This design comes from an exercise in tuning for small area on the open sky130 flow, not from production work. Only simulation tests tie the RTL to the original design; equivalence was not proved. No activity file was given, so power comes from the tool's default toggle rates.

File: run.sh
#!/bin/bash
# synth_recipe.tcl (not shown) runs the flow's synth.tcl, then flattens the netlist and writes it again
# the make line also repeats each setting of config.mk as NAME=value (left out here)
make -C /OpenROAD-flow-scripts/flow DESIGN_CONFIG=/design/flow/config.mk WORK_HOME=/design/flow/orfs CLKGATE_MAP_FILE= SYNTH_SCRIPT=/design/flow/synth_recipe.tcl finish
File: config.mk
export PLATFORM = sky130hd
export DESIGN_NAME = wb_regfile
export DESIGN_NICKNAME = wb_regfile
export VERILOG_FILES = /design/flow/design.v
export SDC_FILE = /design/flow/constraint.sdc
export NUM_CORES = 4
export LEC_CHECK = 0
export CAP_MARGIN = 20
export CORE_MARGIN = 2
export CORE_UTILIZATION = 40
export SLEW_MARGIN = 20
File: constraint.sdc
create_clock -name core_clock -period 6.0 [get_ports {clk}]
set_input_delay 1.2000 -clock core_clock [delete_from_list [all_inputs] [get_ports {clk}]]
set_output_delay 1.2000 -clock core_clock [all_outputs]
set_load 0.01 [all_outputs]
File: design.v
module wb_regfile #(
    parameter int unsigned DATA_W = 32,
    parameter int unsigned ADDR_W = 5
) (
    input  logic              clk,
    input  logic              rst_n,
    input  logic [DATA_W-1:0] wb_mem_data,
    input  logic [DATA_W-1:0] wb_alu_result,
    input  logic [ADDR_W-1:0] wb_rd,
    input  logic [1:0]        wb_control,
    input  logic [ADDR_W-1:0] rs_addr,
    input  logic [ADDR_W-1:0] rt_addr,
    output logic [DATA_W-1:0] rs_data,
    output logic [DATA_W-1:0] rt_data,
    output logic [DATA_W-1:0] wb_data,
    output logic              wb_we,
    output logic [31:0]       commit_count
);
    localparam int unsigned NUM_REGS = 1 << ADDR_W;
    localparam int unsigned CNT_W    = 32;
    logic [DATA_W-1:0] regs [NUM_REGS];
    assign wb_data = wb_control[0] ? wb_mem_data : wb_alu_result;
    assign wb_we   = rst_n & wb_control[1] & (wb_rd != '0);
    always_comb begin
        rs_data = regs[rs_addr];
        if (rs_addr == '0) begin
            rs_data = '0;
        end else if (wb_we && (rs_addr == wb_rd)) begin
            rs_data = wb_data;
        end
    end
    always_comb begin
        rt_data = regs[rt_addr];
        if (rt_addr == '0) begin
            rt_data = '0;
        end else if (wb_we && (rt_addr == wb_rd)) begin
            rt_data = wb_data;
        end
    end
    always_ff @(posedge clk) begin
        if (!rst_n) begin
            for (int i = 0; i < int'(NUM_REGS); i++) begin
                regs[i] <= '0;
            end
            commit_count <= '0;
        end else if (wb_we) begin
            regs[wb_rd]  <= wb_data;
            commit_count <= commit_count + CNT_W'(1);
        end
    end
endmodule
==> flow_summary.yaml, run 1 <==
clocking:
  cts_buffers: 113
  cts_tree: "done"
  cts_sinks: 1056
  clock_latency_ps: 720
  cts_max_path_buffers: 3
  postCtsHoldBufs: 0
  clockRootBuffer: "clkbuf_16"
  cts_resized: 0
  h-tree-depth: 3
  cts_setup_buffers: 0
  path_clk_slew_ps: 60
detailed_routing:
  num_vias: 39500
  drtIter0Drc: 6015
  drt-met1-wl_um: 77400
  wire_per_inst_um: 35.9
  top_layer_used: "met5"
  drtAntennaViolNets: 0
  wl_met3_um: 30400
  dr_wl_met2_um: 96100
  wl_um: 215000
  avgViaCountPerCell: 6.60
  dr.pass1.iters: 6
  drcViolationCount: 0
power:
  total_power_uw: 18300
  ir_worst_vdd_uv: 288
  powerDensity_nw_per_um2: 284
  leakagePower_uw: 0.0225
global_route:
  grt_first_pass_wirelength_um: 297000
  antenna_found_initial: 9
  grt_pass1_vias: 38400
  track_usage_pct: 30.0
  grt_max_degree: 75
  grt-ovfl-total: 0
sta:
  rsz0062_at_grt: "false"
  clock_skew_ps: 14.3
  finalCritPeriodShare_pct: 97.1
  slew_headroom_pct: 18.5
  hold_viol: 0
  fmax_mhz: 172
  layout_min_cycle_time_ps: 5830
  setup_viol: 0
  slew_viol_final: 0
  worst_hold_slack_ps: 485
  tightest_slew_ps: 1220
  tns_ps: 0
floorplanning:
  die_height_um: 376
  core-area_um2: 137000
  fp-row-count: 136
  dieWidth_um: 376
  io_pins: 212
  dieArea_um2: 141000
  start_util_pct: 40.2
synthesis:
  yosysWarnings: 1
  synth_most_common_cell: "nor2_1"
  synth_edf_count: 1024
  ys_types: 70
  synth_flop_cell: "edfxtp_1"
  ys_seq_elements: 1056
  synth_top_cells_by_count: "nor2_1 (1053), edfxtp_1 (1024), mux4_2 (497)"
  syn_inst: 3891
  syn_area_um2: 55300
  synthArstFlopShare_pct: 0
  synth_top_area_share_pct: 55.6
  ys_seq_area_share_pct: 56.8
  syn_avg_cell_area_um2: 14.2
  synthTopCellsByArea: "edfxtp_1 (56%), mux4_2 (20%), nor2_1 (7.2%), mux2i_1 (5.1%), clkbuf_1 (1.6%)"
  synth_largest_area_cell: "edfxtp_1"
worst_setup_path:
  path_cells: "clkdlybuf4s50_1 -> or3_1 -> o2111a_1 -> nand2_2 -> o2111a_1 -> a221oi_2 -> clkdlybuf4s50_1"
  cp_top_family: "buffers and inverters"
  startpoint: "wb_rd[3]"
  reg2reg_from: "commit_count[0]"
  cp_num_cells: 7
  max_stage_delay_ps: 740
  startpoint_type: "primary input"
  rr_worst_depth: 6
  critPathKind: "in2out"
  critical_path.max_fanout: 12
  crit_arrival_ps: 4630
  cp_num_buf_inv: 2
  critPathSlowestCell: "clkdlybuf4s50_1"
  critical_path_required_ps: 4800
  critPathCaptureType: "output port"
finish:
  design_area_um2: 64200
  nFillCells: 11900
  final_util_pct: 46.7
  synthToLayoutAreaGrowth_pct: 16.1
  antennaDiodeCount: 0
  layout-drive-gt1-share_pct: 24.9
  num-nets-final: 4188
  multiInputGateArea_um2: 22300
  seq_area_um2: 31400
placed_design:
  post-dp-hpwl_um: 131000
  post_dp_cell_area_um2: 60700
  gp_congestion: 0.881
  portBuffers: 211
worst_hold_path:
  hold_path_depth: 1
  hp-start: "commit_count[31]"
  hp-class: "reg2reg"
status:
  status: "complete, no violations"
job:
  cap_violations: 0
## worst reg2reg max path, cell delays in order (launching register included)
cell	delay [ps]
dfxtp_1	390
ha_1	230
nand2_1	110
a211oi_1	680
nand4_1	410
or3_1	450
a21oi_1	140
## registers in the layout, summed over array words and instances, names as in the netlist
name and cells:
commit_count 32, regs 1024
## path summary, 6_finish.rpt
kind | end | slack, ps
max | rt_data[21] | 170
min | commit_count[31] | 480
max reg2reg | commit_count[28] | 3530
min reg2reg | commit_count[31] | 480
## cell type report
type,instances,area share [%]
Sequential cell,1056,48.9
Multi-Input combinational cell,2409,34.8
Clock inverter,56,0.688
Inverter,55,0.328
Timing Repair Buffer,469,7.03
Clock buffer,149,4.75
Tap cell,1794,3.50
## layer usage
layer,GRT usage [%],vias up
met5,0.137,-
met4,12.9,16
met3,9.06,586
met2,45.7,3165
met1,39.9,20400
li1,-,15300
## layout by cell type (no fill, tap or decap), drive strengths merged, types with 6 or more instances in the layout
master,count
mux2i,281
inv,56
dfxtp,32
o21ai,35
nand4,9
nand2,105
o221ai,7
o31ai,6
clkbuf,149
buf,269
o22ai,42
clkinvlp,6
clkinv,44
edfxtp,1024
nand2b,7
conb,32
o2111ai,6
o211ai,6
nor2,1053
clkdlybuf4s50,200
nor3,13
nor4,9
or3,10
xor2,8
a21oi,29
nor2b,11
and3,7
a221o,22
a221oi,43
nand3,31
a211oi,51
mux4,497
o32ai,7
xnor2,20
## power by group
part / leakage [uW] / internal (uW) / switching, uW
Combinational: 0.0108 / 1180 / 1630
Sequential: 0.0100 / 8480 / 197
Clock: 0.00168 / 3760 / 3010
Total: 0.0225 / 13400 / 4830
## cells by family (layout without fill, tap and decap cells)
| group | count (synthesis) | in the layout | synth area share [%] |
|---|---|---|---|
| simple gates | 1276 | 1276 | 9.17 |
| flops | 1056 | 1056 | 56.8 |
| mux | 782 | 782 | 25.4 |
| buf+inv | 457 | 729 | 4.14 |
| compound gates | 290 | 290 | 3.99 |
| xor+xnor | 28 | 28 | 0.444 |
| fa+ha+maj | 1 | 1 | 0.0226 |
| other cells | 1 | 32 | 0.00679 |
## metrics by stage
step | setup WS [ps] | cells
after floorplan | 1900 | 3922
after global placement | 143 | 5783
after detailed placement | 109 | 5783
after CTS | 84.0 | 5988
after global routing | 135 | 5988
final | 174 | 5988
==> inputs of run 2 (changes only) <==
==> design.v (replaced) <==
module wb_regfile #(
    parameter int unsigned DATA_W = 32,
    parameter int unsigned ADDR_W = 5
) (
    input  logic              clk,
    input  logic              rst_n,
    input  logic [DATA_W-1:0] wb_mem_data,
    input  logic [DATA_W-1:0] wb_alu_result,
    input  logic [ADDR_W-1:0] wb_rd,
    input  logic [1:0]        wb_control,
    input  logic [ADDR_W-1:0] rs_addr,
    input  logic [ADDR_W-1:0] rt_addr,
    output logic [DATA_W-1:0] rs_data,
    output logic [DATA_W-1:0] rt_data,
    output logic [DATA_W-1:0] wb_data,
    output logic              wb_we,
    output logic [31:0]       commit_count
);
    localparam int unsigned NUM_REGS = 1 << ADDR_W;
    assign wb_data = wb_control[0] ? wb_mem_data : wb_alu_result;
    assign wb_we   = rst_n & wb_control[1] & (wb_rd != '0);
    logic [DATA_W-1:0] row_d;
    assign row_d = wb_data & {DATA_W{rst_n}};
    logic [NUM_REGS-1:1] row_we;    
    logic [NUM_REGS-1:1] row_ld;    
    logic [NUM_REGS-1:1] rs_sel;    
    logic [NUM_REGS-1:1] rt_sel;
    logic                rs_byp, rt_byp;
    for (genvar i = 1; i < NUM_REGS; i++) begin : g_dec
        assign row_we[i] = wb_we & (wb_rd == ADDR_W'(i));
        assign row_ld[i] = row_we[i] | ~rst_n;
        assign rs_sel[i] = (rs_addr == ADDR_W'(i)) & ~row_we[i];
        assign rt_sel[i] = (rt_addr == ADDR_W'(i)) & ~row_we[i];
    end
    assign rs_byp = wb_we & (rs_addr == wb_rd);
    assign rt_byp = wb_we & (rt_addr == wb_rd);
    logic [NUM_REGS-1:1][DATA_W-1:0] regs;
    for (genvar i = 1; i < NUM_REGS; i++) begin : g_row
        always_ff @(posedge clk) begin
            if (row_ld[i]) regs[i] <= row_d;
        end
    end
    for (genvar j = 0; j < DATA_W; j++) begin : g_bit
        logic [NUM_REGS-1:1] q;    
        for (genvar i = 1; i < NUM_REGS; i++) begin : g_q
            assign q[i] = regs[i][j];
        end
        wb_regfile_rd32 u_rs (
            .d({q, row_d[j]}), .s({rs_sel, rs_byp}), .y(rs_data[j])
        );
        wb_regfile_rd32 u_rt (
            .d({q, row_d[j]}), .s({rt_sel, rt_byp}), .y(rt_data[j])
        );
    end
    always_ff @(posedge clk) begin
        if (!rst_n) begin
            commit_count <= '0;
        end else if (wb_we) begin
            commit_count <= commit_count + 32'd1;
        end
    end
endmodule
module wb_regfile_rd32 (
    input  logic [31:0] d,
    input  logic [31:0] s,
    output logic        y
);
    logic [10:0] n;
    logic [2:0]  p;
    for (genvar g = 0; g < 10; g++) begin : g_aoi
        wbrf_a222oi u_aoi (
            .A1(d[3*g]),   .A2(s[3*g]),
            .B1(d[3*g+1]), .B2(s[3*g+1]),
            .C1(d[3*g+2]), .C2(s[3*g+2]),
            .Y(n[g])
        );
    end
    wbrf_a22oi u_aoi_last (
        .A1(d[30]), .A2(s[30]), .B1(d[31]), .B2(s[31]), .Y(n[10])
    );
    wbrf_nand4 u_nd0 (.A(n[0]), .B(n[1]), .C(n[2]),  .D(n[3]), .Y(p[0]));
    wbrf_nand4 u_nd1 (.A(n[4]), .B(n[5]), .C(n[6]),  .D(n[7]), .Y(p[1]));
    wbrf_nand3 u_nd2 (.A(n[8]), .B(n[9]), .C(n[10]), .Y(p[2]));
    wbrf_or3   u_or  (.A(p[0]), .B(p[1]), .C(p[2]),  .X(y));
endmodule
module wbrf_a222oi(
    input  logic A1, A2, B1, B2, C1, C2,
    output logic Y
);
    assign Y = ~((A1 & A2) | (B1 & B2) | (C1 & C2));
endmodule
module wbrf_a22oi(
    input  logic A1, A2, B1, B2,
    output logic Y
);
    assign Y = ~((A1 & A2) | (B1 & B2));
endmodule
module wbrf_nand4(
    input  logic A, B, C, D,
    output logic Y
);
    assign Y = ~(A & B & C & D);
endmodule
module wbrf_nand3(
    input  logic A, B, C,
    output logic Y
);
    assign Y = ~(A & B & C);
endmodule
module wbrf_or3(
    input  logic A, B, C,
    output logic X
);
    assign X = A | B | C;
endmodule
--- a/config.mk
+++ b/config.mk
@@ -9,3 +9,4 @@
 export CORE_MARGIN = 2
 export CORE_UTILIZATION = 40
 export SLEW_MARGIN = 20
+export SYNTH_HIERARCHICAL = 1
==> flow_summary.yaml, run 2 <==
status:
  status: "failed layout checks"
  violations: "setup timing"
synthesis:
  yosysWarnings: 7
  synth_adder_area_share_pct: 0.0299
  synth_top_cells_by_count: "edfxtp_1 (992), a222oi_1 (640), nand4_1 (134)"
  ys_seq_area_share_pct: 72.6
  synthTopCellsByArea: "edfxtp_1 (71%), a222oi_1 (15%), nand4_1 (2.0%), a22oi_2 (1.9%), dfxtp_1 (1.5%)"
  synth-compound-area-share_pct: 18.3
  synth_most_common_cell: "edfxtp_1"
  synthArstFlopShare_pct: 0
  muxShareOfSynthArea_pct: 1.07
  synth_edf_count: 992
  syn_inst: 2430
  synth_flop_cell: "edfxtp_1"
  syn_area_um2: 41900
  syn_avg_cell_area_um2: 17.2
  synth_top_family_by_area: "compound AO/OA/AOI/OAI gates"
  ys_seq_elements: 1024
  synth-simple-area-share_pct: 7.12
  ys_types: 46
  synth_largest_area_cell: "edfxtp_1"
  synthXorXnorAreaFrac_pct: 0.314
  synth_top_area_share_pct: 71.1
floorplanning:
  core-area_um2: 104000
  die_height_um: 328
  dieArea_um2: 107000
  start_util_pct: 40.4
  dieWidth_um: 328
  io_pins: 212
  fp-row-count: 118
worst_setup_path:
  critical_path.max_fanout: 12
  critPathKind: "in2out"
  startpoint: "rs_addr[2]"
  reg2reg_from: "commit_count[3]"
  critPathCaptureType: "output port"
  critical_path_required_ps: 4800
  rr_worst_depth: 4
  crit_arrival_ps: 4830
  startpoint_type: "primary input"
power:
  switching_share_pct: 24.7
  leakagePower_uw: 0.0169
  intPower_uw: 12600
  total_power_uw: 16700
  p_seq_share_pct: 53.3
  switchingPower_uw: 4140
  p_clk_share_pct: 37.4
  powerDensity_nw_per_um2: 320
  ir_worst_vdd_uv: 244
  pwr-share-comb_pct: 9.3
clocking:
  h-tree-depth: 3
  clockRootBuffer: "clkbuf_16"
  cts_setup_buffers: 0
  clock_latency_ps: 690
  cts_sinks: 1024
  cts_max_path_buffers: 3
  postCtsHoldBufs: 0
  cts_tree: "done"
  cts_buffers: 103
  path_clk_slew_ps: 60
detailed_routing:
  drcViolationCount: 0
  num_vias: 33500
  avgViaCountPerCell: 7.57
  drtIter0Drc: 8546
  wl_um: 175000
  dr.pass1.iters: 16
  wire_per_inst_um: 39.5
  drtAntennaViolNets: 0
finish:
  num-nets-final: 3046
  largest_register_ffs: 992
  layout-drive-gt1-share_pct: 20.3
  multiInputGateArea_um2: 12000
  largest_registers: "regs (992), commit_count (32)"
  final_common_cell: "edfxtp_1"
  final_util_pct: 50.4
  synthToLayoutAreaGrowth_pct: 24.6
  seq_area_um2: 30400
  most-common-layout-cells: "edfxtp_1 (992), a222oi_1 (640), clkdlybuf4s50_1 (207)"
  design_area_um2: 52200
  nFillCells: 8557
  regMostFlops: "regs"
sta:
  layout_min_cycle_time_ps: 6030
  slew_headroom_pct: 22.9
  slew_viol_final: 0
  clock_skew_ps: 6.67
  finalCritPeriodShare_pct: 101
  tightest_slew_ps: 1150
  hold_viol: 0
  finalWorstSetupSlack_ps: -34.7
  rsz0062_at_grt: "true"
  setup_viol: 2
  worst_hold_slack_ps: 479
  fmax_mhz: 166
worst_hold_path:
  hp-start: "commit_count[31]"
  hold_path_depth: 2
  hp-class: "reg2reg"
global_route:
  antenna_found_initial: 8
  grt_max_degree: 53
  grt-ovfl-total: 0
  grt_first_pass_wirelength_um: 241000
  grt_pass1_vias: 32900
  track_usage_pct: 31.5
placed_design:
  gp_congestion: 0.990
  post-dp-hpwl_um: 111000
  portBuffers: 211
  post_dp_cell_area_um2: 48900
job:
  cap_violations: 0
==> run 2: layout make-up <==
class,instances,share of cell area (%)
antenna,1,0.00479
sequential,1024,58.3
inverter,3,0.0216
tap,1380,3.31
multi-input combinational,1360,23.1
clock inverter,67,1.08
clock buffer,123,5.12
timing repair buffer,470,9.15
==> run 2: per-module statistics from Yosys (local to each module, per instance), a selection <==
module       copies in the design  cells inside
wb_regfile                      1          1470
wbrf_a22oi                     64             1
wbrf_a222oi                   640             1
wbrf_nand4                    128             1
wbrf_or3                       64             1
wbrf_nand3                     64             1
==> run 2: logic make-up after synthesis <==
group                    after synthesis
AO/OA/AOI/OAI                        777
XOR/XNOR                              15
adder cells (fa/ha/maj)                1
buffers and inverters                 46
flip-flops                          1024
multiplexers                          41
AND/OR/NAND/NOR                      526
==> run 2: final timing paths <==
check	end	slack, ps
worst min register to register	commit_count[31]	480
worst max register to register	commit_count[24]	3870
worst min-delay path	commit_count[31]	480
worst max-delay path	rs_data[4]	-30
==> run 2: power groups by stage <==
stage               combinational, uW  clock, uW  sequential (uW)
finish                           1560       6250             8910
global route                     1600       6560             8970
CTS                              1520       6280             8900
detailed placement               1510          0             9050
global placement                 1500          0             8990
floorplan                         591          0             8970
==> run 2: through the flow <==
stage | setup TNS [ps] | setup WS (ps) | instances
3_3_place_gp | -438 | -84.6 | 4237
2_1_floorplan | -2640 | -41.3 | 2430
3_5_place_dp | -10.4 | -9.39 | 4237
5_1_grt | -37.7 | -12.2 | 4427
4_1_cts | 0 | 3.77 | 4427
6_report | -53.1 | -34.7 | 4428
==> run 2: what timing repair did <==
item	CTS	global route
pin swaps	0	5
resized for setup	3	9
endpoints found under the setup margin	1	34
==> run 2: critical path, stage by stage <==
cell and delay [ps]:
clkdlybuf4s50_1 550, buf_4 230, nand3b_1 270, nor4_2 930, buf_4 450, a222oi_1 160
nand4_1 200, or3_1 240, clkdlybuf4s50_1 590
==> run 2: routing by layer <==
layer,vias up,wire [um],global-route usage [%]
met3,614,26500,9.64
met1,16800,60900,41.1
met5,-,13,0
met2,3238,78100,47.7
met4,2,9480,16.2
li1,12900,-,-
==> inputs of run 3 (changes only) <==
--- a/design.v
+++ b/design.v
@@ -20,17 +20,29 @@
     assign wb_data = wb_control[0] ? wb_mem_data : wb_alu_result;
     assign wb_we   = rst_n & wb_control[1] & (wb_rd != '0);
     logic [DATA_W-1:0] row_d;
-    assign row_d = wb_data & {DATA_W{rst_n}};
-    logic [NUM_REGS-1:1] row_we;    
+    for (genvar j = 0; j < DATA_W; j++) begin : g_rowd
+        wbrf_and2 u_d (.A(wb_data[j]), .B(rst_n), .X(row_d[j]));
+    end
+    logic [3:0] rs_lo, rt_lo;
+    logic [7:0] rs_hi, rt_hi;
+    for (genvar k = 0; k < 4; k++) begin : g_plo
+        assign rs_lo[k] = (rs_addr[1:0] == 2'(k));
+        assign rt_lo[k] = (rt_addr[1:0] == 2'(k));
+    end
+    for (genvar k = 0; k < 8; k++) begin : g_phi
+        assign rs_hi[k] = (rs_addr[4:2] == 3'(k));
+        assign rt_hi[k] = (rt_addr[4:2] == 3'(k));
+    end
+    logic [NUM_REGS-1:1] row_wn;    
     logic [NUM_REGS-1:1] row_ld;    
     logic [NUM_REGS-1:1] rs_sel;    
     logic [NUM_REGS-1:1] rt_sel;
     logic                rs_byp, rt_byp;
     for (genvar i = 1; i < NUM_REGS; i++) begin : g_dec
-        assign row_we[i] = wb_we & (wb_rd == ADDR_W'(i));
-        assign row_ld[i] = row_we[i] | ~rst_n;
-        assign rs_sel[i] = (rs_addr == ADDR_W'(i)) & ~row_we[i];
-        assign rt_sel[i] = (rt_addr == ADDR_W'(i)) & ~row_we[i];
+        assign row_wn[i] = ~(wb_we & (wb_rd == ADDR_W'(i)));
+        wbrf_nand2 u_ld (.A(row_wn[i]), .B(rst_n), .Y(row_ld[i]));
+        wbrf_and3 u_rs (.A(rs_lo[i % 4]), .B(rs_hi[i / 4]), .C(row_wn[i]), .X(rs_sel[i]));
+        wbrf_and3 u_rt (.A(rt_lo[i % 4]), .B(rt_hi[i / 4]), .C(row_wn[i]), .X(rt_sel[i]));
     end
     assign rs_byp = wb_we & (rs_addr == wb_rd);
     assign rt_byp = wb_we & (rt_addr == wb_rd);
@@ -83,33 +95,51 @@
     wbrf_nand3 u_nd2 (.A(n[8]), .B(n[9]), .C(n[10]), .Y(p[2]));
     wbrf_or3   u_or  (.A(p[0]), .B(p[1]), .C(p[2]),  .X(y));
 endmodule
-module wbrf_a222oi(
+module wbrf_a222oi (
     input  logic A1, A2, B1, B2, C1, C2,
     output logic Y
 );
     assign Y = ~((A1 & A2) | (B1 & B2) | (C1 & C2));
 endmodule
-module wbrf_a22oi(
+module wbrf_a22oi (
     input  logic A1, A2, B1, B2,
     output logic Y
 );
     assign Y = ~((A1 & A2) | (B1 & B2));
 endmodule
-module wbrf_nand4(
+module wbrf_nand4 (
     input  logic A, B, C, D,
     output logic Y
 );
     assign Y = ~(A & B & C & D);
 endmodule
-module wbrf_nand3(
+module wbrf_nand3 (
     input  logic A, B, C,
     output logic Y
 );
     assign Y = ~(A & B & C);
 endmodule
-module wbrf_or3(
+module wbrf_nand2 (
+    input  logic A, B,
+    output logic Y
+);
+    assign Y = ~(A & B);
+endmodule
+module wbrf_or3 (
     input  logic A, B, C,
     output logic X
 );
     assign X = A | B | C;
 endmodule
+module wbrf_and3 (
+    input  logic A, B, C,
+    output logic X
+);
+    assign X = A & B & C;
+endmodule
+module wbrf_and2 (
+    input  logic A, B,
+    output logic X
+);
+    assign X = A & B;
+endmodule
==> flow/run.sh (new file) <==
#!/bin/bash
# Own layout flow: the standard ORFS flow (standard synthesis unchanged), with
#  - port buffers of the smallest buffer cell instead of the default delay-cell choice;
#  - clock tree built from larger leaf clusters and without dummy balancing loads.
# ORFS writes each tool's full log under orfs/logs; make's own output goes to flow_make.log.
set -euo pipefail
bash standard.sh \
  "BUFFER_PORTS_ARGS=-buffer_cell sky130_fd_sc_hd__buf_1" \
  "CTS_ARGS=-sink_clustering_enable -repair_clock_nets -dont_use_dummy_load -buf_list sky130_fd_sc_hd__clkbuf_8 -sink_clustering_size 16 -sink_clustering_max_diameter 80" \
  finish > flow_make.log 2>&1
==> standard.sh (new file) <==
#!/bin/bash
# synth_recipe.tcl (not shown) runs the flow's synth.tcl, then flattens the netlist and writes it again
# the make line also repeats each setting of config.mk as NAME=value (left out here)
make -C /OpenROAD-flow-scripts/flow DESIGN_CONFIG=/design/flow/config.mk WORK_HOME=/design/flow/orfs CLKGATE_MAP_FILE= SYNTH_SCRIPT=/design/flow/synth_recipe.tcl "${@:-finish}"
--- a/config.mk
+++ b/config.mk
@@ -5,8 +5,8 @@
 export SDC_FILE = /design/flow/constraint.sdc
 export NUM_CORES = 4
 export LEC_CHECK = 0
-export CAP_MARGIN = 20
+export CAP_MARGIN = 0
 export CORE_MARGIN = 2
-export CORE_UTILIZATION = 40
-export SLEW_MARGIN = 20
+export CORE_UTILIZATION = 55
+export SLEW_MARGIN = 0
 export SYNTH_HIERARCHICAL = 1
removed: run.sh
==> flow_summary.yaml, run 3 <==
finish:
  stdcell_count: 3740
  largest_register_ffs: 992
  nFillCells: 5567
  num-nets-final: 2853
  layout-drive-gt1-share_pct: 13.0
  most-common-layout-cells: "edfxtp_1 (992), a222oi_1 (640), buf_1 (209)"
  final_common_cell: "edfxtp_1"
  regMostFlops: "regs"
  largest_registers: "regs (992), commit_count (32)"
  synthToLayoutAreaGrowth_pct: 9.64
detailed_routing:
  wl_um: 154000
  wire_per_inst_um: 41.1
  avgViaCountPerCell: 8.36
  dr.pass1.iters: 14
  drcViolationCount: 0
  num_vias: 31300
  drtAntennaViolNets: 0
  drtIter0Drc: 8045
synthesis:
  syn_area_um2: 41700
  syn_avg_cell_area_um2: 17.4
  synth_most_common_cell: "edfxtp_1"
  synth_top_cells_by_count: "edfxtp_1 (992), a222oi_1 (640), nand4_1 (132)"
  ys_types: 50
  synth_flop_cell: "edfxtp_1"
  ys_seq_elements: 1024
  synthTopCellsByArea: "edfxtp_1 (71%), a222oi_1 (15%), nand4_1 (2.0%), a22oi_2 (1.9%), dfxtp_1 (1.5%)"
  synth_edf_count: 992
  yosysWarnings: 7
  synth_top_area_share_pct: 71.4
  synthArstFlopShare_pct: 0
  syn_inst: 2393
  ys_seq_area_share_pct: 72.9
  synth_largest_area_cell: "edfxtp_1"
sta:
  finalCritPeriodShare_pct: 97.4
  fmax_mhz: 171
  setup_viol: 0
  slew_headroom_pct: 9.89
  worst_hold_slack_ps: 483
  tns_ps: 0
  clock_skew_ps: 41.6
  slew_viol_final: 0
  tightest_slew_ps: 1350
  layout_min_cycle_time_ps: 5840
  rsz0062_at_grt: "false"
  hold_viol: 0
global_route:
  antenna_found_initial: 14
  grt-ovfl-total: 0
  grt_pass1_vias: 30700
  grt_max_degree: 71
  grt_first_pass_wirelength_um: 214000
  track_usage_pct: 38.6
power:
  leakagePower_uw: 0.0147
  p_clk_share_pct: 24.3
  powerDensity_nw_per_um2: 293
  switchingPower_uw: 3420
  switching_share_pct: 25.5
  ir_worst_vdd_uv: 196
  total_power_uw: 13400
  pwr-share-comb_pct: 9.3
  p_seq_share_pct: 66.4
  intPower_uw: 9980
placed_design:
  gp_congestion: 0.926
  dp.cells: 3662
  post-dp-hpwl_um: 86900
  portBuffers: 211
worst_setup_path:
  reg2reg_from: "commit_count[0]"
  crit_arrival_ps: 4640
  critPathCaptureType: "output port"
  startpoint_type: "primary input"
  startpoint: "wb_rd[1]"
  critPathKind: "in2out"
  critical_path_required_ps: 4800
  critical_path.max_fanout: 21
worst_hold_path:
  hp-class: "reg2reg"
  hp-start: "commit_count[31]"
clocking:
  clock_latency_ps: 710
  cts_buffers: 74
  cts_setup_buffers: 0
  cts_sinks: 1024
  cts_tree: "done"
  postCtsHoldBufs: 0
  clockRootBuffer: "clkbuf_8"
  path_clk_slew_ps: 100
  cts_resized: 0
  h-tree-depth: 3
  cts_max_path_buffers: 3
job:
  cap_violations: 0
floorplanning:
  dieArea_um2: 78100
  die_height_um: 279
  core-area_um2: 74800
  start_util_pct: 55.8
  io_pins: 212
  fp-row-count: 100
  dieWidth_um: 279
status:
  status: "complete, no violations"
-- run 3: logic make-up (layout without fill, tap and decap cells) --
| group | Yosys count | count (layout) | synth area share (%) |
|---|---|---|---|
| buffers and inverters | 28 | 402 | 0.324 |
| muxes | 34 | 34 | 0.912 |
| DFF | 1024 | 1024 | 72.9 |
| xor gates and xnor gates | 30 | 30 | 0.630 |
| adders and majority gates | 1 | 1 | 0.0300 |
| and+or+nand+nor | 550 | 550 | 7.50 |
| AOI/OAI and AO/OA | 726 | 726 | 17.7 |
| other | 0 | 4 | 0 |
-- run 3: worst paths after layout --
| check | depth (start not counted) | end | slack [ps] |
|---|---|---|---|
| worst max-delay path | 10 | rs_data[22] | 160 |
| worst min-delay path | 2 | commit_count[31] | 480 |
| worst max register to register | 6 | commit_count[22] | 3770 |
| worst min register to register | 2 | commit_count[31] | 480 |
-- run 3: layout make-up --
class / count / area [um^2] / share of cell area, %
multi-input combinational: 1341 / 11300 / 24.7
tap: 969 / 1210 / 2.65
antenna: 4 / 10.0 / 0.0219
clock buffer: 74 / 1020 / 2.23
sequential: 1024 / 30400 / 66.5
timing repair buffer: 321 / 1760 / 3.85
inverter: 7 / 26.3 / 0.0575
-- run 3: per-module statistics from Yosys (local to each module, per instance), a selection --
module,cells inside,times used,flops+latches
wbrf_nand2,1,31,0
wbrf_and2,1,32,0
wbrf_a22oi,1,64,0
wb_regfile,1308,1,1024
wbrf_nand4,1,128,0
wbrf_a222oi,1,640,0
wbrf_nand3,1,64,0
wbrf_and3,1,62,0
wbrf_or3,1,64,0
-- run 3: per-stage QoR --
stage	setup slack, ps	util [%]	cell area, um^2
floorplan	192	-	41700
global placement	115	59.7	44700
detailed placement	201	59.7	44700
CTS	184	61.1	45700
global route	117	61.1	45700
finish	156	61.1	45700
-- run 3: power by group through the flow --
stage | Sequential, uW | Combinational [uW] | Clock [uW]
3_3_place_gp | 8990 | 1190 | 0
3_5_place_dp | 9050 | 1200 | 0
4_1_cts | 8880 | 1200 | 3260
5_1_grt | 8960 | 1280 | 3510
2_1_floorplan | 8950 | 571 | 0
6_report | 8890 | 1250 | 3250
-- run 3: layer usage --
| metal | up-vias | track usage, % | share of wire (%) |
|---|---|---|---|
| li1 | 12200 | - | - |
| met5 | - | 0 | 0.0072 |
| met4 | 2 | 17.0 | 4.6 |
| met1 | 15600 | 52.4 | 34 |
| met3 | 493 | 11.2 | 17 |
| met2 | 2932 | 58.3 | 44 |
-- run 3: critical path, cell delays in order --
cell and delay (ps):
buf_1 290, nor2b_1 540, and3_1 320, nand2_1 130, and3_2 520, buf_4 370
a222oi_1 370, nand4_1 220, or3_1 490, buf_1 160
==> inputs of run 4 (changes only) <==
==> flow/run.sh (replaced) <==
#!/bin/bash
# Own layout flow: the standard ORFS flow (standard synthesis unchanged), with
#  - port buffers of the smallest buffer cell instead of the default delay-cell choice;
#  - clock tree of clkbuf_8 cells over clusters of at most 16 flip-flops, without dummy loads;
#  - after floorplanning, gate strengths set for their loads (flow/presize.tcl).
# ORFS writes each tool's full log under orfs/logs; make's own output goes to flow_make.log.
set -euo pipefail
bash standard.sh \
  "BUFFER_PORTS_ARGS=-buffer_cell sky130_fd_sc_hd__buf_1" \
  "CTS_ARGS=-sink_clustering_enable -repair_clock_nets -dont_use_dummy_load -buf_list sky130_fd_sc_hd__clkbuf_8 -sink_clustering_size 16 -sink_clustering_max_diameter 80" \
  "POST_FLOORPLAN_TCL=$PWD/flow/presize.tcl" \
  finish > flow_make.log 2>&1
==> flow/presize.tcl (new file) <==
# After floorplanning, before placement:
#  - synthesis maps the two-term AND-OR-invert gates of the read selects to the double-strength
#    cell, though each drives a single NAND input: use the single-strength cell;
#  - gates whose output fans out to a whole row or column of the array (read selects, row
#    loads, row data) are set to the x4 strength of the same function, so that they drive
#    their net directly rather than through an added buffer.
set db [ord::get_db]
set n_dn 0
set n_up 0
foreach inst [[ord::get_db_block] getInsts] {
  set m [[$inst getMaster] getName]
  if {$m eq "sky130_fd_sc_hd__a22oi_2"} {
    $inst swapMaster [$db findMaster sky130_fd_sc_hd__a22oi_1]
    incr n_dn
    continue
  }
  if {![regexp {^(sky130_fd_sc_hd__(and2|and3|nand2|nor2|nand3))_[12]$} $m -> base]} { continue }
  set fo 0
  foreach it [$inst getITerms] {
    if {[$it isOutputSignal] && [$it getNet] ne "NULL"} {
      set fo [expr {[llength [[$it getNet] getITerms]] - 1}]
    }
  }
  if {$fo >= 16} {
    set big [$db findMaster ${base}_4]
    if {$big ne "NULL"} {
      $inst swapMaster $big
      incr n_up
    }
  }
}
puts "presize.tcl: $n_dn a22oi_2 set to a22oi_1, $n_up high-fanout gates set to x4"
--- a/config.mk
+++ b/config.mk
@@ -7,6 +7,6 @@
 export LEC_CHECK = 0
 export CAP_MARGIN = 0
 export CORE_MARGIN = 2
-export CORE_UTILIZATION = 55
+export CORE_UTILIZATION = 60
 export SLEW_MARGIN = 0
 export SYNTH_HIERARCHICAL = 1
==> flow_summary.yaml, run 4 <==
synthesis:
  muxShareOfSynthArea_pct: 0.912
  synth_largest_area_cell: "edfxtp_1"
  synth_top_area_share_pct: 71.4
  synth_most_common_cell: "edfxtp_1"
  synth_top_cells_by_count: "edfxtp_1 (992), a222oi_1 (640), nand4_1 (132)"
  ys_types: 50
  synth-compound-area-share_pct: 17.7
  syn_area_um2: 41700
  yosysWarnings: 7
  synth_edf_count: 992
  synth_top_family_by_area: "compound AO/OA/AOI/OAI gates"
  synthArstFlopShare_pct: 0
  synthTopCellsByArea: "edfxtp_1 (71%), a222oi_1 (15%), nand4_1 (2.0%), a22oi_2 (1.9%), dfxtp_1 (1.5%)"
  ys_seq_elements: 1024
  synth_flop_cell: "edfxtp_1"
  synth_adder_area_share_pct: 0.0300
  syn_inst: 2393
  synth-simple-area-share_pct: 7.50
  syn_avg_cell_area_um2: 17.4
  synthXorXnorAreaFrac_pct: 0.630
  ys_seq_area_share_pct: 72.9
finish:
  final_util_pct: 65.5
  nFillCells: 4904
  layout-drive-gt1-share_pct: 9.64
  final_common_cell: "edfxtp_1"
  num-nets-final: 2752
  most-common-layout-cells: "edfxtp_1 (992), a222oi_1 (640), buf_1 (209)"
  synthToLayoutAreaGrowth_pct: 7.86
  largest_register_ffs: 992
  largest_registers: "regs (992), commit_count (32)"
  regMostFlops: "regs"
clocking:
  postCtsHoldBufs: 0
  cts_buffers: 74
  cts_setup_buffers: 0
  cts_tree: "done"
  path_clk_slew_ps: 90
  cts_max_path_buffers: 3
  clockRootBuffer: "clkbuf_8"
  cts_sinks: 1024
  clock_latency_ps: 680
  h-tree-depth: 3
  cts_resized: 0
detailed_routing:
  drtIter0Drc: 8704
  wire_per_inst_um: 40.9
  num_vias: 31400
  avgViaCountPerCell: 8.72
  drtAntennaViolNets: 0
  dr.pass1.iters: 14
  drcViolationCount: 0
  wl_um: 147000
worst_setup_path:
  timing.rr.end: "commit_count[27]"
  critPathCaptureType: "output port"
  critPathKind: "in2out"
  regToRegSetupSlack_ps: 3730
  critical_path.max_fanout: 32
  reg2reg_from: "commit_count[3]"
  crit_arrival_ps: 4570
  rr_worst_depth: 5
  critical_path_required_ps: 4800
  startpoint_type: "primary input"
placed_design:
  post-dp-hpwl_um: 80000
  place_ws_ps: 481
  portBuffers: 211
  gp_congestion: 0.940
global_route:
  grt_max_degree: 34
  antenna_found_initial: 15
  grt_pass1_vias: 29700
  track_usage_pct: 40.2
  grt-ovfl-total: 0
  grt_first_pass_wirelength_um: 203000
sta:
  tns_ps: 0
  slew_viol_final: 0
  setup_viol: 0
  rsz0062_at_grt: "false"
  finalWorstSetupSlack_ps: 226
  tightest_slew_ps: 1030
  worst_hold_slack_ps: 479
  fmax_mhz: 173
  clock_skew_ps: 20.6
  layout_min_cycle_time_ps: 5770
  hold_viol: 0
  finalCritPeriodShare_pct: 96.2
  slew_headroom_pct: 31.0
power:
  ir_worst_vdd_uv: 227
  leakagePower_uw: 0.0141
  powerDensity_nw_per_um2: 296
worst_hold_path:
  hp-start: "commit_count[31]"
  hp-class: "reg2reg"
  min_to: "commit_count[31]"
  hold_path_depth: 2
floorplanning:
  io_pins: 212
  dieWidth_um: 268
  start_util_pct: 60.7
  die_height_um: 268
  dieArea_um2: 71600
  fp-row-count: 96
  core-area_um2: 68700
job:
  cap_violations: 0
status:
  status: "complete, no violations"
[run 4: cell counts after synthesis]
No cell type changed its count.
[run 4: per-stage QoR]
| step | power, uW | instances | instance area (um^2) |
|---|---|---|---|
| 3_5_place_dp | 10200 | 3523 | 44000 |
| 3_3_place_gp | 10100 | 3523 | 44000 |
| 6_report | 13300 | 3602 | 45000 |
| 2_1_floorplan | 9520 | 2393 | 41700 |
| 4_1_cts | 13300 | 3597 | 45000 |
| 5_1_grt | 13600 | 3598 | 45000 |
[run 4: kinds of logic after synthesis]
group / after synthesis
AO/OA/AOI/OAI: 726
buffers and inverters: 28
AND/OR/NAND/NOR: 550
flip-flops: 1024
XOR/XNOR: 30
adder cells (fa/ha/maj): 1
multiplexers: 34
[run 4: power by group]
group	switching, uW	leakage [uW]	internal, uW
combinational	941	0.00376	283
sequential	321	0.00983	8560
clock	2110	0.000532	1110
total	3370	0.0141	9960
[run 4: worst max-delay path, cell delays in order]
cell	delay, ps
buf_1	250
or4_4	670
o21ai_2	420
nor4_2	110
buf_4	350
a222oi_1	420
nand4_1	480
or3_1	510
buf_1	140
[run 4: per-module statistics from Yosys (local to each module, per instance), excerpt]
module	cell area [um^2]	copies in the design	cells inside	flip-flops and latches
wbrf_nand3	5.00	64	1	0
wbrf_and2	6.26	32	1	0
wbrf_and3	6.26	62	1	0
wbrf_nand2	3.75	31	1	0
wbrf_nand4	6.26	128	1	0
wbrf_a22oi	12.5	64	1	0
wbrf_or3	6.26	64	1	0
wb_regfile	32300	1	1308	1024
wbrf_a222oi	10.0	640	1	0
[run 4: area by class of cell]
class / instances / area, um^2 / share of cell area [%]
multi-input combinational: 1341 / 11500 / 25.5
sequential: 1024 / 30400 / 67.6
clock buffer: 74 / 1020 / 2.26
antenna: 5 / 12.5 / 0.0278
timing repair buffer: 220 / 877 / 1.95
tap: 931 / 1160 / 2.59
inverter: 7 / 26.3 / 0.0584
[run 4: routing by layer]
| metal | up-vias | share of wire, % | GRT usage, % |
|---|---|---|---|
| li1 | 12000 | - | - |
| met1 | 15500 | 33 | 53.1 |
| met2 | 3256 | 45 | 60.4 |
| met3 | 610 | 17 | 13.2 |
| met4 | 8 | 5.0 | 19.6 |
| met5 | - | 0.031 | 0 |
[run 4: worst max path at each step]
| stage | slack (ps) | start | endpoint |
|---|---|---|---|
| global placement | 520 | wb_rd[1] | rs_data[5] |
| CTS | 470 | wb_rd[1] | rt_data[5] |
| global route | 220 | wb_rd[0] | rs_data[23] |
| floorplan | 190 | wb_rd[4] | rs_data[0] |
| detailed placement | 480 | wb_rd[1] | rt_data[5] |
| finish | 230 | wb_rd[1] | rt_data[5] |
==> inputs of run 5 (changes only) <==
==> flow/run.sh (replaced) <==
#!/bin/bash
# Own layout flow: the standard ORFS flow (standard synthesis unchanged), with
#  - port buffers of the smallest buffer cell instead of the default delay-cell choice;
#  - clock tree of clkbuf_8 cells over clusters of at most 18 flip-flops, without dummy loads;
#  - after floorplanning, gate strengths set for their loads (flow/presize.tcl).
# ORFS writes each tool's full log under orfs/logs; make's own output goes to flow_make.log.
set -euo pipefail
bash standard.sh \
  "BUFFER_PORTS_ARGS=-buffer_cell sky130_fd_sc_hd__buf_1" \
  "CTS_ARGS=-sink_clustering_enable -repair_clock_nets -dont_use_dummy_load -buf_list sky130_fd_sc_hd__clkbuf_8 -sink_clustering_size 18 -sink_clustering_max_diameter 80" \
  "POST_FLOORPLAN_TCL=$PWD/flow/presize.tcl" \
  finish > flow_make.log 2>&1
==> flow_summary.yaml, run 5 <==
worst_setup_path:
  reg2reg_from: "commit_count[3]"
  timing.rr.end: "commit_count[27]"
  critical_path.max_fanout: 32
  crit_arrival_ps: 4560
  critical_path_required_ps: 4800
  critPathCaptureType: "output port"
  rr_worst_depth: 5
  startpoint_type: "primary input"
  regToRegSetupSlack_ps: 3780
  critPathKind: "in2out"
sta:
  worst_hold_slack_ps: 483
  clock_skew_ps: 24.0
  rsz0062_at_grt: "false"
  hold_viol: 0
  finalCritPeriodShare_pct: 96.0
  finalWorstSetupSlack_ps: 240
  slew_headroom_pct: 32.0
  fmax_mhz: 174
  tns_ps: 0
  slew_viol_final: 0
  layout_min_cycle_time_ps: 5760
  setup_viol: 0
  tightest_slew_ps: 1020
power:
  powerDensity_nw_per_um2: 294
  ir_worst_vdd_uv: 184
  leakagePower_uw: 0.0141
floorplanning:
  die_height_um: 268
  start_util_pct: 60.7
  io_pins: 212
  dieWidth_um: 268
  fp-row-count: 96
  core-area_um2: 68700
  dieArea_um2: 71600
detailed_routing:
  drcViolationCount: 0
  drtAntennaViolNets: 0
  avgViaCountPerCell: 8.67
  dr.pass1.iters: 12
  drtIter0Drc: 8766
  wl_um: 147000
  num_vias: 31200
  wire_per_inst_um: 41.0
clocking:
  cts_sinks: 1024
  cts_tree: "done"
  clockRootBuffer: "clkbuf_8"
  postCtsHoldBufs: 0
  clock_latency_ps: 690
  path_clk_slew_ps: 110
  cts_buffers: 67
  cts_max_path_buffers: 3
  h-tree-depth: 3
  cts_setup_buffers: 0
  cts_resized: 0
global_route:
  grt_pass1_vias: 29600
  grt-ovfl-total: 0
  grt_first_pass_wirelength_um: 203000
  track_usage_pct: 40.2
  grt_max_degree: 34
  antenna_found_initial: 16
synthesis:
  synthTopCellsByArea: "edfxtp_1 (71%), a222oi_1 (15%), nand4_1 (2.0%), a22oi_2 (1.9%), dfxtp_1 (1.5%)"
  syn_inst: 2393
  yosysWarnings: 7
  synth_top_area_share_pct: 71.4
  synth_largest_area_cell: "edfxtp_1"
  synth_most_common_cell: "edfxtp_1"
  synth_flop_cell: "edfxtp_1"
  synth_top_cells_by_count: "edfxtp_1 (992), a222oi_1 (640), nand4_1 (132)"
  synthArstFlopShare_pct: 0
  syn_avg_cell_area_um2: 17.4
  ys_seq_elements: 1024
  syn_area_um2: 41700
  synth_edf_count: 992
  ys_seq_area_share_pct: 72.9
  ys_types: 50
worst_hold_path:
  min_to: "commit_count[31]"
  hp-start: "commit_count[31]"
  hold_path_depth: 2
  hp-class: "reg2reg"
placed_design:
  portBuffers: 211
  place_ws_ps: 481
  gp_congestion: 0.940
  dp.cells: 3523
  post-dp-hpwl_um: 80000
status:
  status: "complete, no violations"
job:
  cap_violations: 0
finish:
  layout-drive-gt1-share_pct: 9.40
  synthToLayoutAreaGrowth_pct: 7.62
  largest_register_ffs: 992
  most-common-layout-cells: "edfxtp_1 (992), a222oi_1 (640), buf_1 (209)"
  final_util_pct: 65.3
  largest_registers: "regs (992), commit_count (32)"
  stdcell_count: 3593
  num-nets-final: 2745
  regMostFlops: "regs"
  final_common_cell: "edfxtp_1"
==> run 5: how the worst max path moves through the flow <==
stage             endpoint      from  slack (ps)  cells after the start
6_report        rs_data[6]  wb_rd[1]         240                      9
5_1_grt        rt_data[23]  wb_rd[1]         240                      9
4_1_cts         rt_data[5]  wb_rd[1]         470                      9
3_5_place_dp    rt_data[5]  wb_rd[1]         480                      9
3_3_place_gp    rs_data[5]  wb_rd[1]         520                      9
2_1_floorplan   rs_data[0]  wb_rd[4]         190                      7
==> run 5: critical path, cell delays in order <==
cell and delay [ps]:
buf_1 250, or4_4 670, o21ai_2 410, nor4_2 110, buf_4 350, a222oi_1 490
nand4_1 380, or3_1 520, buf_1 160
==> run 5: logic make-up (layout without fill, tap and decap cells) <==
kind of cell | after synthesis | in the layout | synth area share (%)
adders and majority gates | 1 | 1 | 0.0300
buffers and inverters | 28 | 294 | 0.324
other | 0 | 3 | 0
AOI/OAI and AO/OA | 726 | 726 | 17.7
xor gates and xnor gates | 30 | 30 | 0.630
DFF | 1024 | 1024 | 72.9
muxes | 34 | 34 | 0.912
and+or+nand+nor | 550 | 550 | 7.50
==> run 5: metrics by stage <==
stage	instance area (um^2)	power, uW
CTS	44900	13100
global placement	44000	10100
detailed placement	44000	10200
finish	44900	13200
floorplan	41700	9520
global route	44900	13500
==> run 5: metal layers <==
layer  track usage, %  wire length, um
met5                0               50
met4             19.2             7000
met3             13.5            24100
met2             60.3            66100
met1             53.2            50000
==> run 5: Yosys stat by module (local to each module, per instance), a selection <==
module	area (um^2)	copies in the design	cells
wbrf_nand2	3.75	31	1
wbrf_a22oi	12.5	64	1
wbrf_and2	6.26	32	1
wbrf_nand3	5.00	64	1
wbrf_a222oi	10.0	640	1
wb_regfile	32300	1	1308
wbrf_or3	6.26	64	1
wbrf_nand4	6.26	128	1
wbrf_and3	6.26	62	1
==> run 5: where the power goes <==
group          total (uW)  switching (uW)  internal (uW)
logic                1220             937            283
registers            8880             321           8560
clock network        3100            2090           1010
total               13200            3350           9860
==> run 5: cell type report <==
type	instances	area (um^2)
diodes	3	7.51
clock buffers	67	922
fillers	4903	23800
inverters	7	26.3
multi-input cells	1341	11500
flip-flops and latches	1024	30400
well taps	931	1160
repair buffers	220	877
==> inputs of run 6 (changes only) <==
==> flow/run.sh (replaced) <==
#!/bin/bash
# Own layout flow: the standard ORFS flow (standard synthesis unchanged), with
#  - port buffers of the smallest buffer cell instead of the default delay-cell choice;
#  - clock tree of clkbuf_4 cells over clusters of at most 10 flip-flops, without dummy loads;
#  - after floorplanning, gate strengths set for their loads (flow/presize.tcl).
# ORFS writes each tool's full log under orfs/logs; make's own output goes to flow_make.log.
set -euo pipefail
bash standard.sh \
  "BUFFER_PORTS_ARGS=-buffer_cell sky130_fd_sc_hd__buf_1" \
  "CTS_ARGS=-sink_clustering_enable -repair_clock_nets -dont_use_dummy_load -buf_list sky130_fd_sc_hd__clkbuf_4 -sink_clustering_size 10 -sink_clustering_max_diameter 60" \
  "POST_FLOORPLAN_TCL=$PWD/flow/presize.tcl" \
  finish > flow_make.log 2>&1
==> flow_summary.yaml, run 6 <==
status:
  status: "complete, no violations"
finish:
  most-common-layout-cells: "edfxtp_1 (992), a222oi_1 (640), buf_1 (209)"
  final_common_cell: "edfxtp_1"
  regMostFlops: "regs"
  design_area_um2: 44800
  layout-drive-gt1-share_pct: 10.9
  nFillCells: 4957
  largest_registers: "regs (992), commit_count (32)"
  num-nets-final: 2790
  largest_register_ffs: 992
  synthToLayoutAreaGrowth_pct: 7.44
sta:
  rsz0062_at_grt: "false"
  tightest_slew_ps: 1020
  fmax_mhz: 174
  layout_min_cycle_time_ps: 5740
  clock_skew_ps: 18.0
  slew_headroom_pct: 31.6
  setup_viol: 0
  tns_ps: 0
  hold_viol: 0
  finalCritPeriodShare_pct: 95.7
  slew_viol_final: 0
  finalWorstSetupSlack_ps: 256
detailed_routing:
  wl_met3_um: 25500
  wire_per_inst_um: 40.7
  num_vias: 31500
  drtAntennaViolNets: 0
  wl_um: 148000
  drt-met1-wl_um: 49400
  dr_wl_met2_um: 66200
  drtIter0Drc: 8858
  dr.pass1.iters: 14
  avgViaCountPerCell: 8.64
  drcViolationCount: 0
  top_layer_used: "met5"
power:
  powerDensity_nw_per_um2: 292
  ir_worst_vdd_uv: 180
  leakagePower_uw: 0.0141
floorplanning:
  dieWidth_um: 268
  die_height_um: 268
  fp-row-count: 96
  start_util_pct: 60.7
  dieArea_um2: 71600
  core-area_um2: 68700
  io_pins: 212
placed_design:
  post_dp_cell_area_um2: 44000
  post-dp-hpwl_um: 80000
  place_ws_ps: 481
  gp_congestion: 0.940
  portBuffers: 211
job:
  cap_violations: 0
synthesis:
  syn_avg_cell_area_um2: 17.4
  syn_inst: 2393
  synth_largest_area_cell: "edfxtp_1"
  ys_seq_elements: 1024
  synth_flop_cell: "edfxtp_1"
  syn_area_um2: 41700
  synth_most_common_cell: "edfxtp_1"
  synth_top_cells_by_count: "edfxtp_1 (992), a222oi_1 (640), nand4_1 (132)"
  ys_seq_area_share_pct: 72.9
  synth_edf_count: 992
  synth_top_area_share_pct: 71.4
  synthTopCellsByArea: "edfxtp_1 (71%), a222oi_1 (15%), nand4_1 (2.0%), a22oi_2 (1.9%), dfxtp_1 (1.5%)"
  yosysWarnings: 7
  synthArstFlopShare_pct: 0
  ys_types: 50
global_route:
  track_usage_pct: 40.5
  grt_max_degree: 34
  antenna_found_initial: 16
  grt-ovfl-total: 0
  grt_pass1_vias: 30100
  grt_first_pass_wirelength_um: 204000
clocking:
  cts_sinks: 1024
  postCtsHoldBufs: 0
  cts_tree: "done"
  path_clk_slew_ps: 110
  clockRootBuffer: "clkbuf_4"
  cts_max_path_buffers: 3
  cts_buffers: 112
  cts_setup_buffers: 0
  h-tree-depth: 3
  clock_latency_ps: 910
  cts_resized: 0
worst_setup_path:
  startpoint_type: "primary input"
  critical_path_required_ps: 4800
  crit_arrival_ps: 4540
  critPathKind: "in2out"
  critical_path.max_fanout: 32
  rr_worst_depth: 5
  critPathCaptureType: "output port"
worst_hold_path:
  hold_path_depth: 2
  hp-class: "reg2reg"
## run 6: cell counts after synthesis
No cell type changed its count.
## run 6: per-module statistics from Yosys (local to each module, per instance), a selection
module,copies in the design,flops+latches,area [um^2]
wb_regfile,1,1024,32300
wbrf_a22oi,64,0,12.5
wbrf_a222oi,640,0,10.0
wbrf_and2,32,0,6.26
wbrf_and3,62,0,6.26
wbrf_nand4,128,0,6.26
wbrf_or3,64,0,6.26
wbrf_nand3,64,0,5.00
wbrf_nand2,31,0,3.75
## run 6: per-stage QoR
step / std cells / util (%) / power, uW / hold WS [ps]
after CTS: 3635 / 65.2 / 13000 / 484
final: 3641 / 65.2 / 13100 / 487
after global placement: 3523 / 64.0 / 10100 / 456
after global routing: 3638 / 65.2 / 13400 / 526
after floorplan: 2393 / - / 9520 / 490
after detailed placement: 3523 / 64.0 / 10200 / 462
## run 6: report_power, final
part	switching (uW)	total, uW	leakage, uW	internal [uW]
Combinational	940	1220	0.00376	283
Clock	2120	2970	0.000515	851
Sequential	321	8880	0.00983	8560
## run 6: worst max-delay path: stages
cell      delay, ps
buf_1           430
nor2b_1         360
and3_1          350
nand2_1         190
and3_4          410
a222oi_1        430
nand4_1         440
or3_1           530
buf_1           150
## run 6: area by class of cell
type,count,area (um^2),share of cell area [%]
Antenna cell,6,15.0,0.0335
Tap cell,931,1160,2.60
Multi-Input combinational cell,1341,11500,25.6
Timing Repair Buffer,220,877,1.96
Inverter,7,26.3,0.0586
Sequential cell,1024,30400,67.9
Clock buffer,112,841,1.88
## run 6: cells by family after synthesis
logic type	count (synthesis)	share of synthesized area (%)
and+or+nand+nor	550	7.50
buffers and inverters	28	0.324
muxes	34	0.912
DFF	1024	72.9
xor gates and xnor gates	30	0.630
adders and majority gates	1	0.0300
AOI/OAI and AO/OA	726	17.7
## run 6: routing by layer
layer  up-vias  GRT usage, %
li1      12200             -
met3       570          14.1
met4         6          19.2
met5         -             0
met1     15500          53.3
met2      3234          60.6
## run 6: path summary, 6_finish.rpt
kind / from / end / slack [ps]
worst max-delay path: wb_rd[0] / rs_data[23] / 260
worst min-delay path: commit_count[31] / commit_count[31] / 490
worst max register to register: commit_count[3] / commit_count[27] / 3760
worst min register to register: commit_count[31] / commit_count[31] / 490
==> inputs of run 7 (changes only) <==
--- a/design.v
+++ b/design.v
@@ -64,12 +64,38 @@
             .d({q, row_d[j]}), .s({rt_sel, rt_byp}), .y(rt_data[j])
         );
     end
+    logic [31:0] cnt_cin;     
+    logic [31:0] cnt_xn;      
+    logic [31:0] cnt_d;
+    logic [7:0]  blk_cin;     
+    logic [6:0]  blk_all;     
+    logic        rst;
+    assign rst        = ~rst_n;
+    assign blk_cin[0] = wb_we;
+    for (genvar k = 0; k < 8; k++) begin : g_cblk
+        if (k < 7) begin : g_chain
+            wbrf_and4 u_all (
+                .A(commit_count[4*k]),   .B(commit_count[4*k+1]),
+                .C(commit_count[4*k+2]), .D(commit_count[4*k+3]), .X(blk_all[k])
+            );
+            wbrf_and2 u_next (.A(blk_cin[k]), .B(blk_all[k]), .X(blk_cin[k+1]));
+        end
+        assign cnt_cin[4*k] = blk_cin[k];
+        wbrf_and2 u_c1 (.A(blk_cin[k]), .B(commit_count[4*k]), .X(cnt_cin[4*k+1]));
+        wbrf_and3 u_c2 (
+            .A(blk_cin[k]), .B(commit_count[4*k]), .C(commit_count[4*k+1]), .X(cnt_cin[4*k+2])
+        );
+        wbrf_and4 u_c3 (
+            .A(blk_cin[k]), .B(commit_count[4*k]), .C(commit_count[4*k+1]),
+            .D(commit_count[4*k+2]), .X(cnt_cin[4*k+3])
+        );
+    end
+    for (genvar i = 0; i < 32; i++) begin : g_cbit
+        wbrf_xnor2 u_x (.A(commit_count[i]), .B(cnt_cin[i]), .Y(cnt_xn[i]));
+        wbrf_nor2  u_r (.A(cnt_xn[i]), .B(rst), .Y(cnt_d[i]));
+    end
     always_ff @(posedge clk) begin
-        if (!rst_n) begin
-            commit_count <= '0;
-        end else if (wb_we) begin
-            commit_count <= commit_count + 32'd1;
-        end
+        commit_count <= cnt_d;
     end
 endmodule
 module wb_regfile_rd32 (
@@ -137,6 +163,24 @@
 );
     assign X = A & B & C;
 endmodule
+module wbrf_and4 (
+    input  logic A, B, C, D,
+    output logic X
+);
+    assign X = A & B & C & D;
+endmodule
+module wbrf_xnor2 (
+    input  logic A, B,
+    output logic Y
+);
+    assign Y = ~(A ^ B);
+endmodule
+module wbrf_nor2 (
+    input  logic A, B,
+    output logic Y
+);
+    assign Y = ~(A | B);
+endmodule
 module wbrf_and2 (
     input  logic A, B,
     output logic X
==> flow_summary.yaml, run 7 <==
finish:
  largest_register_ffs: 992
  num-nets-final: 2755
  synthToLayoutAreaGrowth_pct: 7.57
  final_common_cell: "edfxtp_1"
  layout-drive-gt1-share_pct: 11.0
  regMostFlops: "regs"
  largest_registers: "regs (992), commit_count (32)"
  most-common-layout-cells: "edfxtp_1 (992), a222oi_1 (640), buf_1 (209)"
synthesis:
  synthXorXnorAreaFrac_pct: 0.884
  synth_most_common_cell: "edfxtp_1"
  synth-simple-area-share_pct: 7.51
  synth_top_cells_by_count: "edfxtp_1 (992), a222oi_1 (640), nand4_1 (128)"
  synthTopCellsByArea: "edfxtp_1 (72%), a222oi_1 (15%), a22oi_2 (1.9%), nand4_1 (1.9%), dfxtp_1 (1.5%)"
  synth_top_family_by_area: "compound AO/OA/AOI/OAI gates"
  ys_seq_area_share_pct: 73.1
  synth_flop_cell: "edfxtp_1"
  muxShareOfSynthArea_pct: 0.866
  syn_avg_cell_area_um2: 17.7
  yosysWarnings: 7
  ys_types: 34
  synth_adder_area_share_pct: 0
  synth-compound-area-share_pct: 17.4
  synth_top_area_share_pct: 71.6
  ys_seq_elements: 1024
  syn_inst: 2353
  synthArstFlopShare_pct: 0
  synth_edf_count: 992
  synth_largest_area_cell: "edfxtp_1"
  syn_area_um2: 41600
detailed_routing:
  drcViolationCount: 0
  drtIter0Drc: 8829
  drtAntennaViolNets: 0
  wire_per_inst_um: 42.2
  dr.pass1.iters: 14
  wl_um: 152000
  num_vias: 31400
  avgViaCountPerCell: 8.72
clocking:
  cts_resized: 0
  cts_tree: "done"
  clockRootBuffer: "clkbuf_4"
  path_clk_slew_ps: 110
  clock_latency_ps: 930
  postCtsHoldBufs: 0
  cts_setup_buffers: 0
  cts_sinks: 1024
  h-tree-depth: 3
  cts_max_path_buffers: 3
  cts_buffers: 113
worst_setup_path:
  startpoint_type: "primary input"
  regToRegSetupSlack_ps: 3240
  critPathKind: "in2out"
  critical_path.max_fanout: 32
  critPathCaptureType: "output port"
  critical_path_required_ps: 4800
  crit_arrival_ps: 4520
  rr_worst_depth: 11
global_route:
  antenna_found_initial: 16
  track_usage_pct: 41.8
  grt_pass1_vias: 30300
  grt-ovfl-total: 0
  grt_max_degree: 44
  grt_first_pass_wirelength_um: 210000
floorplanning:
  core-area_um2: 68600
  die_height_um: 267
  fp-row-count: 96
  dieArea_um2: 71500
  io_pins: 212
  start_util_pct: 60.7
  dieWidth_um: 267
power:
  pwr-share-comb_pct: 9.5
  total_power_uw: 13100
  powerDensity_nw_per_um2: 294
  p_seq_share_pct: 67.7
  switchingPower_uw: 3430
  intPower_uw: 9710
  switching_share_pct: 26.1
  leakagePower_uw: 0.0141
  p_clk_share_pct: 22.8
  ir_worst_vdd_uv: 184
sta:
  layout_min_cycle_time_ps: 5720
  tns_ps: 0
  fmax_mhz: 175
  finalCritPeriodShare_pct: 95.3
  slew_viol_final: 0
  slew_headroom_pct: 33.2
  hold_viol: 0
  rsz0062_at_grt: "false"
  tightest_slew_ps: 1000
  setup_viol: 0
  clock_skew_ps: 21.9
worst_hold_path:
  hp-class: "reg2reg"
  hold_path_depth: 2
placed_design:
  portBuffers: 211
  gp_congestion: 0.974
  post-dp-hpwl_um: 80100
job:
  cap_violations: 0
status:
  status: "complete, no violations"
run 7: cell types whose count changed in the layout (fill, tap and decap cells not counted), sizes merged, moves of 5 or more:
cell,previous run,this run
a21oi,7,0
nand3,88,75
xnor2,20,42
and3,77,72
nor2,28,39
nor4,7,1
nand4,133,128
nand2,76,61
and4,2,15
xor2,10,0
o21ai,5,0
nor3,11,6
and2,37,49
run 7: area by class of cell:
cell class,instances,area (um^2)
diodes,2,5.00
flip-flops and latches,1024,30400
clock buffers,113,848
well taps,931,1160
repair buffers,219,907
multi-input cells,1311,11400
fillers,4847,23800
inverters,3,11.3
run 7: Yosys stat by module (local to each module, per instance), excerpt:
module | cells inside | times used | area [um^2]
wbrf_nand3 | 1 | 64 | 5.00
wbrf_and2 | 1 | 47 | 6.26
wbrf_a22oi | 1 | 64 | 12.5
wbrf_and4 | 1 | 15 | 8.76
wbrf_xnor2 | 1 | 32 | 8.76
wbrf_nor2 | 1 | 32 | 3.75
wbrf_a222oi | 1 | 640 | 10.0
wbrf_nand2 | 1 | 31 | 3.75
wbrf_and3 | 1 | 70 | 6.26
wb_regfile | 1166 | 1 | 31500
wbrf_nand4 | 1 | 128 | 6.26
wbrf_or3 | 1 | 64 | 6.26
run 7: per-layer routing:
| metal | vias up | track usage (%) | wire length [um] |
|---|---|---|---|
| li1 | 12000 | - | - |
| met1 | 15500 | 55.5 | 49900 |
| met2 | 3383 | 61.2 | 66300 |
| met3 | 577 | 15.4 | 28000 |
| met4 | 12 | 20.7 | 7870 |
| met5 | - | 0 | 78 |
run 7: cells by family (layout without fill, tap and decap cells):
family | after synthesis | after routing
multiplexers | 32 | 32
other | 0 | 2
AO/OA/AOI/OAI | 705 | 705
XOR/XNOR | 42 | 42
flip-flops | 1024 | 1024
AND/OR/NAND/NOR | 532 | 532
buffers and inverters | 18 | 335
run 7: worst paths after layout:
path                                        from               end
worst max-delay path                    wb_rd[0]       rs_data[14]
worst min-delay path            commit_count[31]  commit_count[31]
worst max register to register   commit_count[0]  commit_count[31]
worst min register to register  commit_count[31]  commit_count[31]
run 7: power groups by stage:
stage / logic (uW) / clock network, uW / registers (uW)
after floorplan: 576 / 0 / 8950
after global placement: 1170 / 0 / 8980
after detailed placement: 1180 / 0 / 9030
after CTS: 1180 / 3000 / 8870
after global routing: 1260 / 3270 / 8950
final: 1250 / 3000 / 8890
run 7: stage by stage:
step / instances / utilization (%) / hold WS, ps / setup WS (ps) / cell area (um^2)
6_report: 3603 / 65.3 / 533 / 284 / 44800
5_1_grt: 3602 / 65.3 / 553 / 233 / 44800
4_1_cts: 3601 / 65.3 / 538 / 473 / 44800
3_5_place_dp: 3488 / 64.0 / 514 / 485 / 43900
3_3_place_gp: 3488 / 64.0 / 496 / 520 / 43900
2_1_floorplan: 2353 / - / 538 / 1610 / 41600
run 7: critical path: stages:
cell	delay, ps
buf_1	450
nand2_1	130
nor3_2	400
nand3_1	290
and3_4	480
a222oi_1	500
nand4_1	380
or3_1	500
buf_1	160

separate check: timing with driven ports:
Ports are ideal in the flow. The routed layouts listed here were re-timed in OpenROAD. Step 1 assumes that a clkbuf_16 drives the clock port and a buf_2 every other input. Step 2, shift: input delay + t, output delay - t, t = (earliest + latest rising clock arrival at the registers) / 2. This alone moves slack from input paths to output paths. Three values: no drivers, after step 1, after step 2; two values: the first two.
| run | shift t [ns] | setup slack, ns | worst hold slack (ns) | worst setup path after step 2 |
|---|---|---|---|---|
| run 1 | 0.805 | 0.174 / 0.130 / 0.130 | 0.485 / 0.485 / 0.485 | input to output |
| run 2 | 0.757 | -0.035 / -0.065 / -0.065 | 0.479 / 0.479 / 0.479 | input to output |
| run 3 | 0.764 | 0.156 / 0.075 / 0.075 | 0.483 / 0.483 / 0.483 | input to output |
| run 4 | 0.750 | 0.226 / 0.202 / 0.202 | 0.479 / 0.479 / 0.479 | input to output |
| run 5 | 0.745 | 0.240 / 0.215 / 0.215 | 0.483 / 0.483 / 0.483 | input to output |
| run 6 | 0.977 | 0.256 / 0.228 / 0.228 | 0.487 / 0.487 / 0.487 | input to output |
| run 7 | 0.966 | 0.284 / 0.252 / 0.252 | 0.533 / 0.533 / 0.533 | input to output |
For run 3, which loses most, drivers alone change the setup slack by -0.081 ns; drivers and shift together by -0.081 ns.
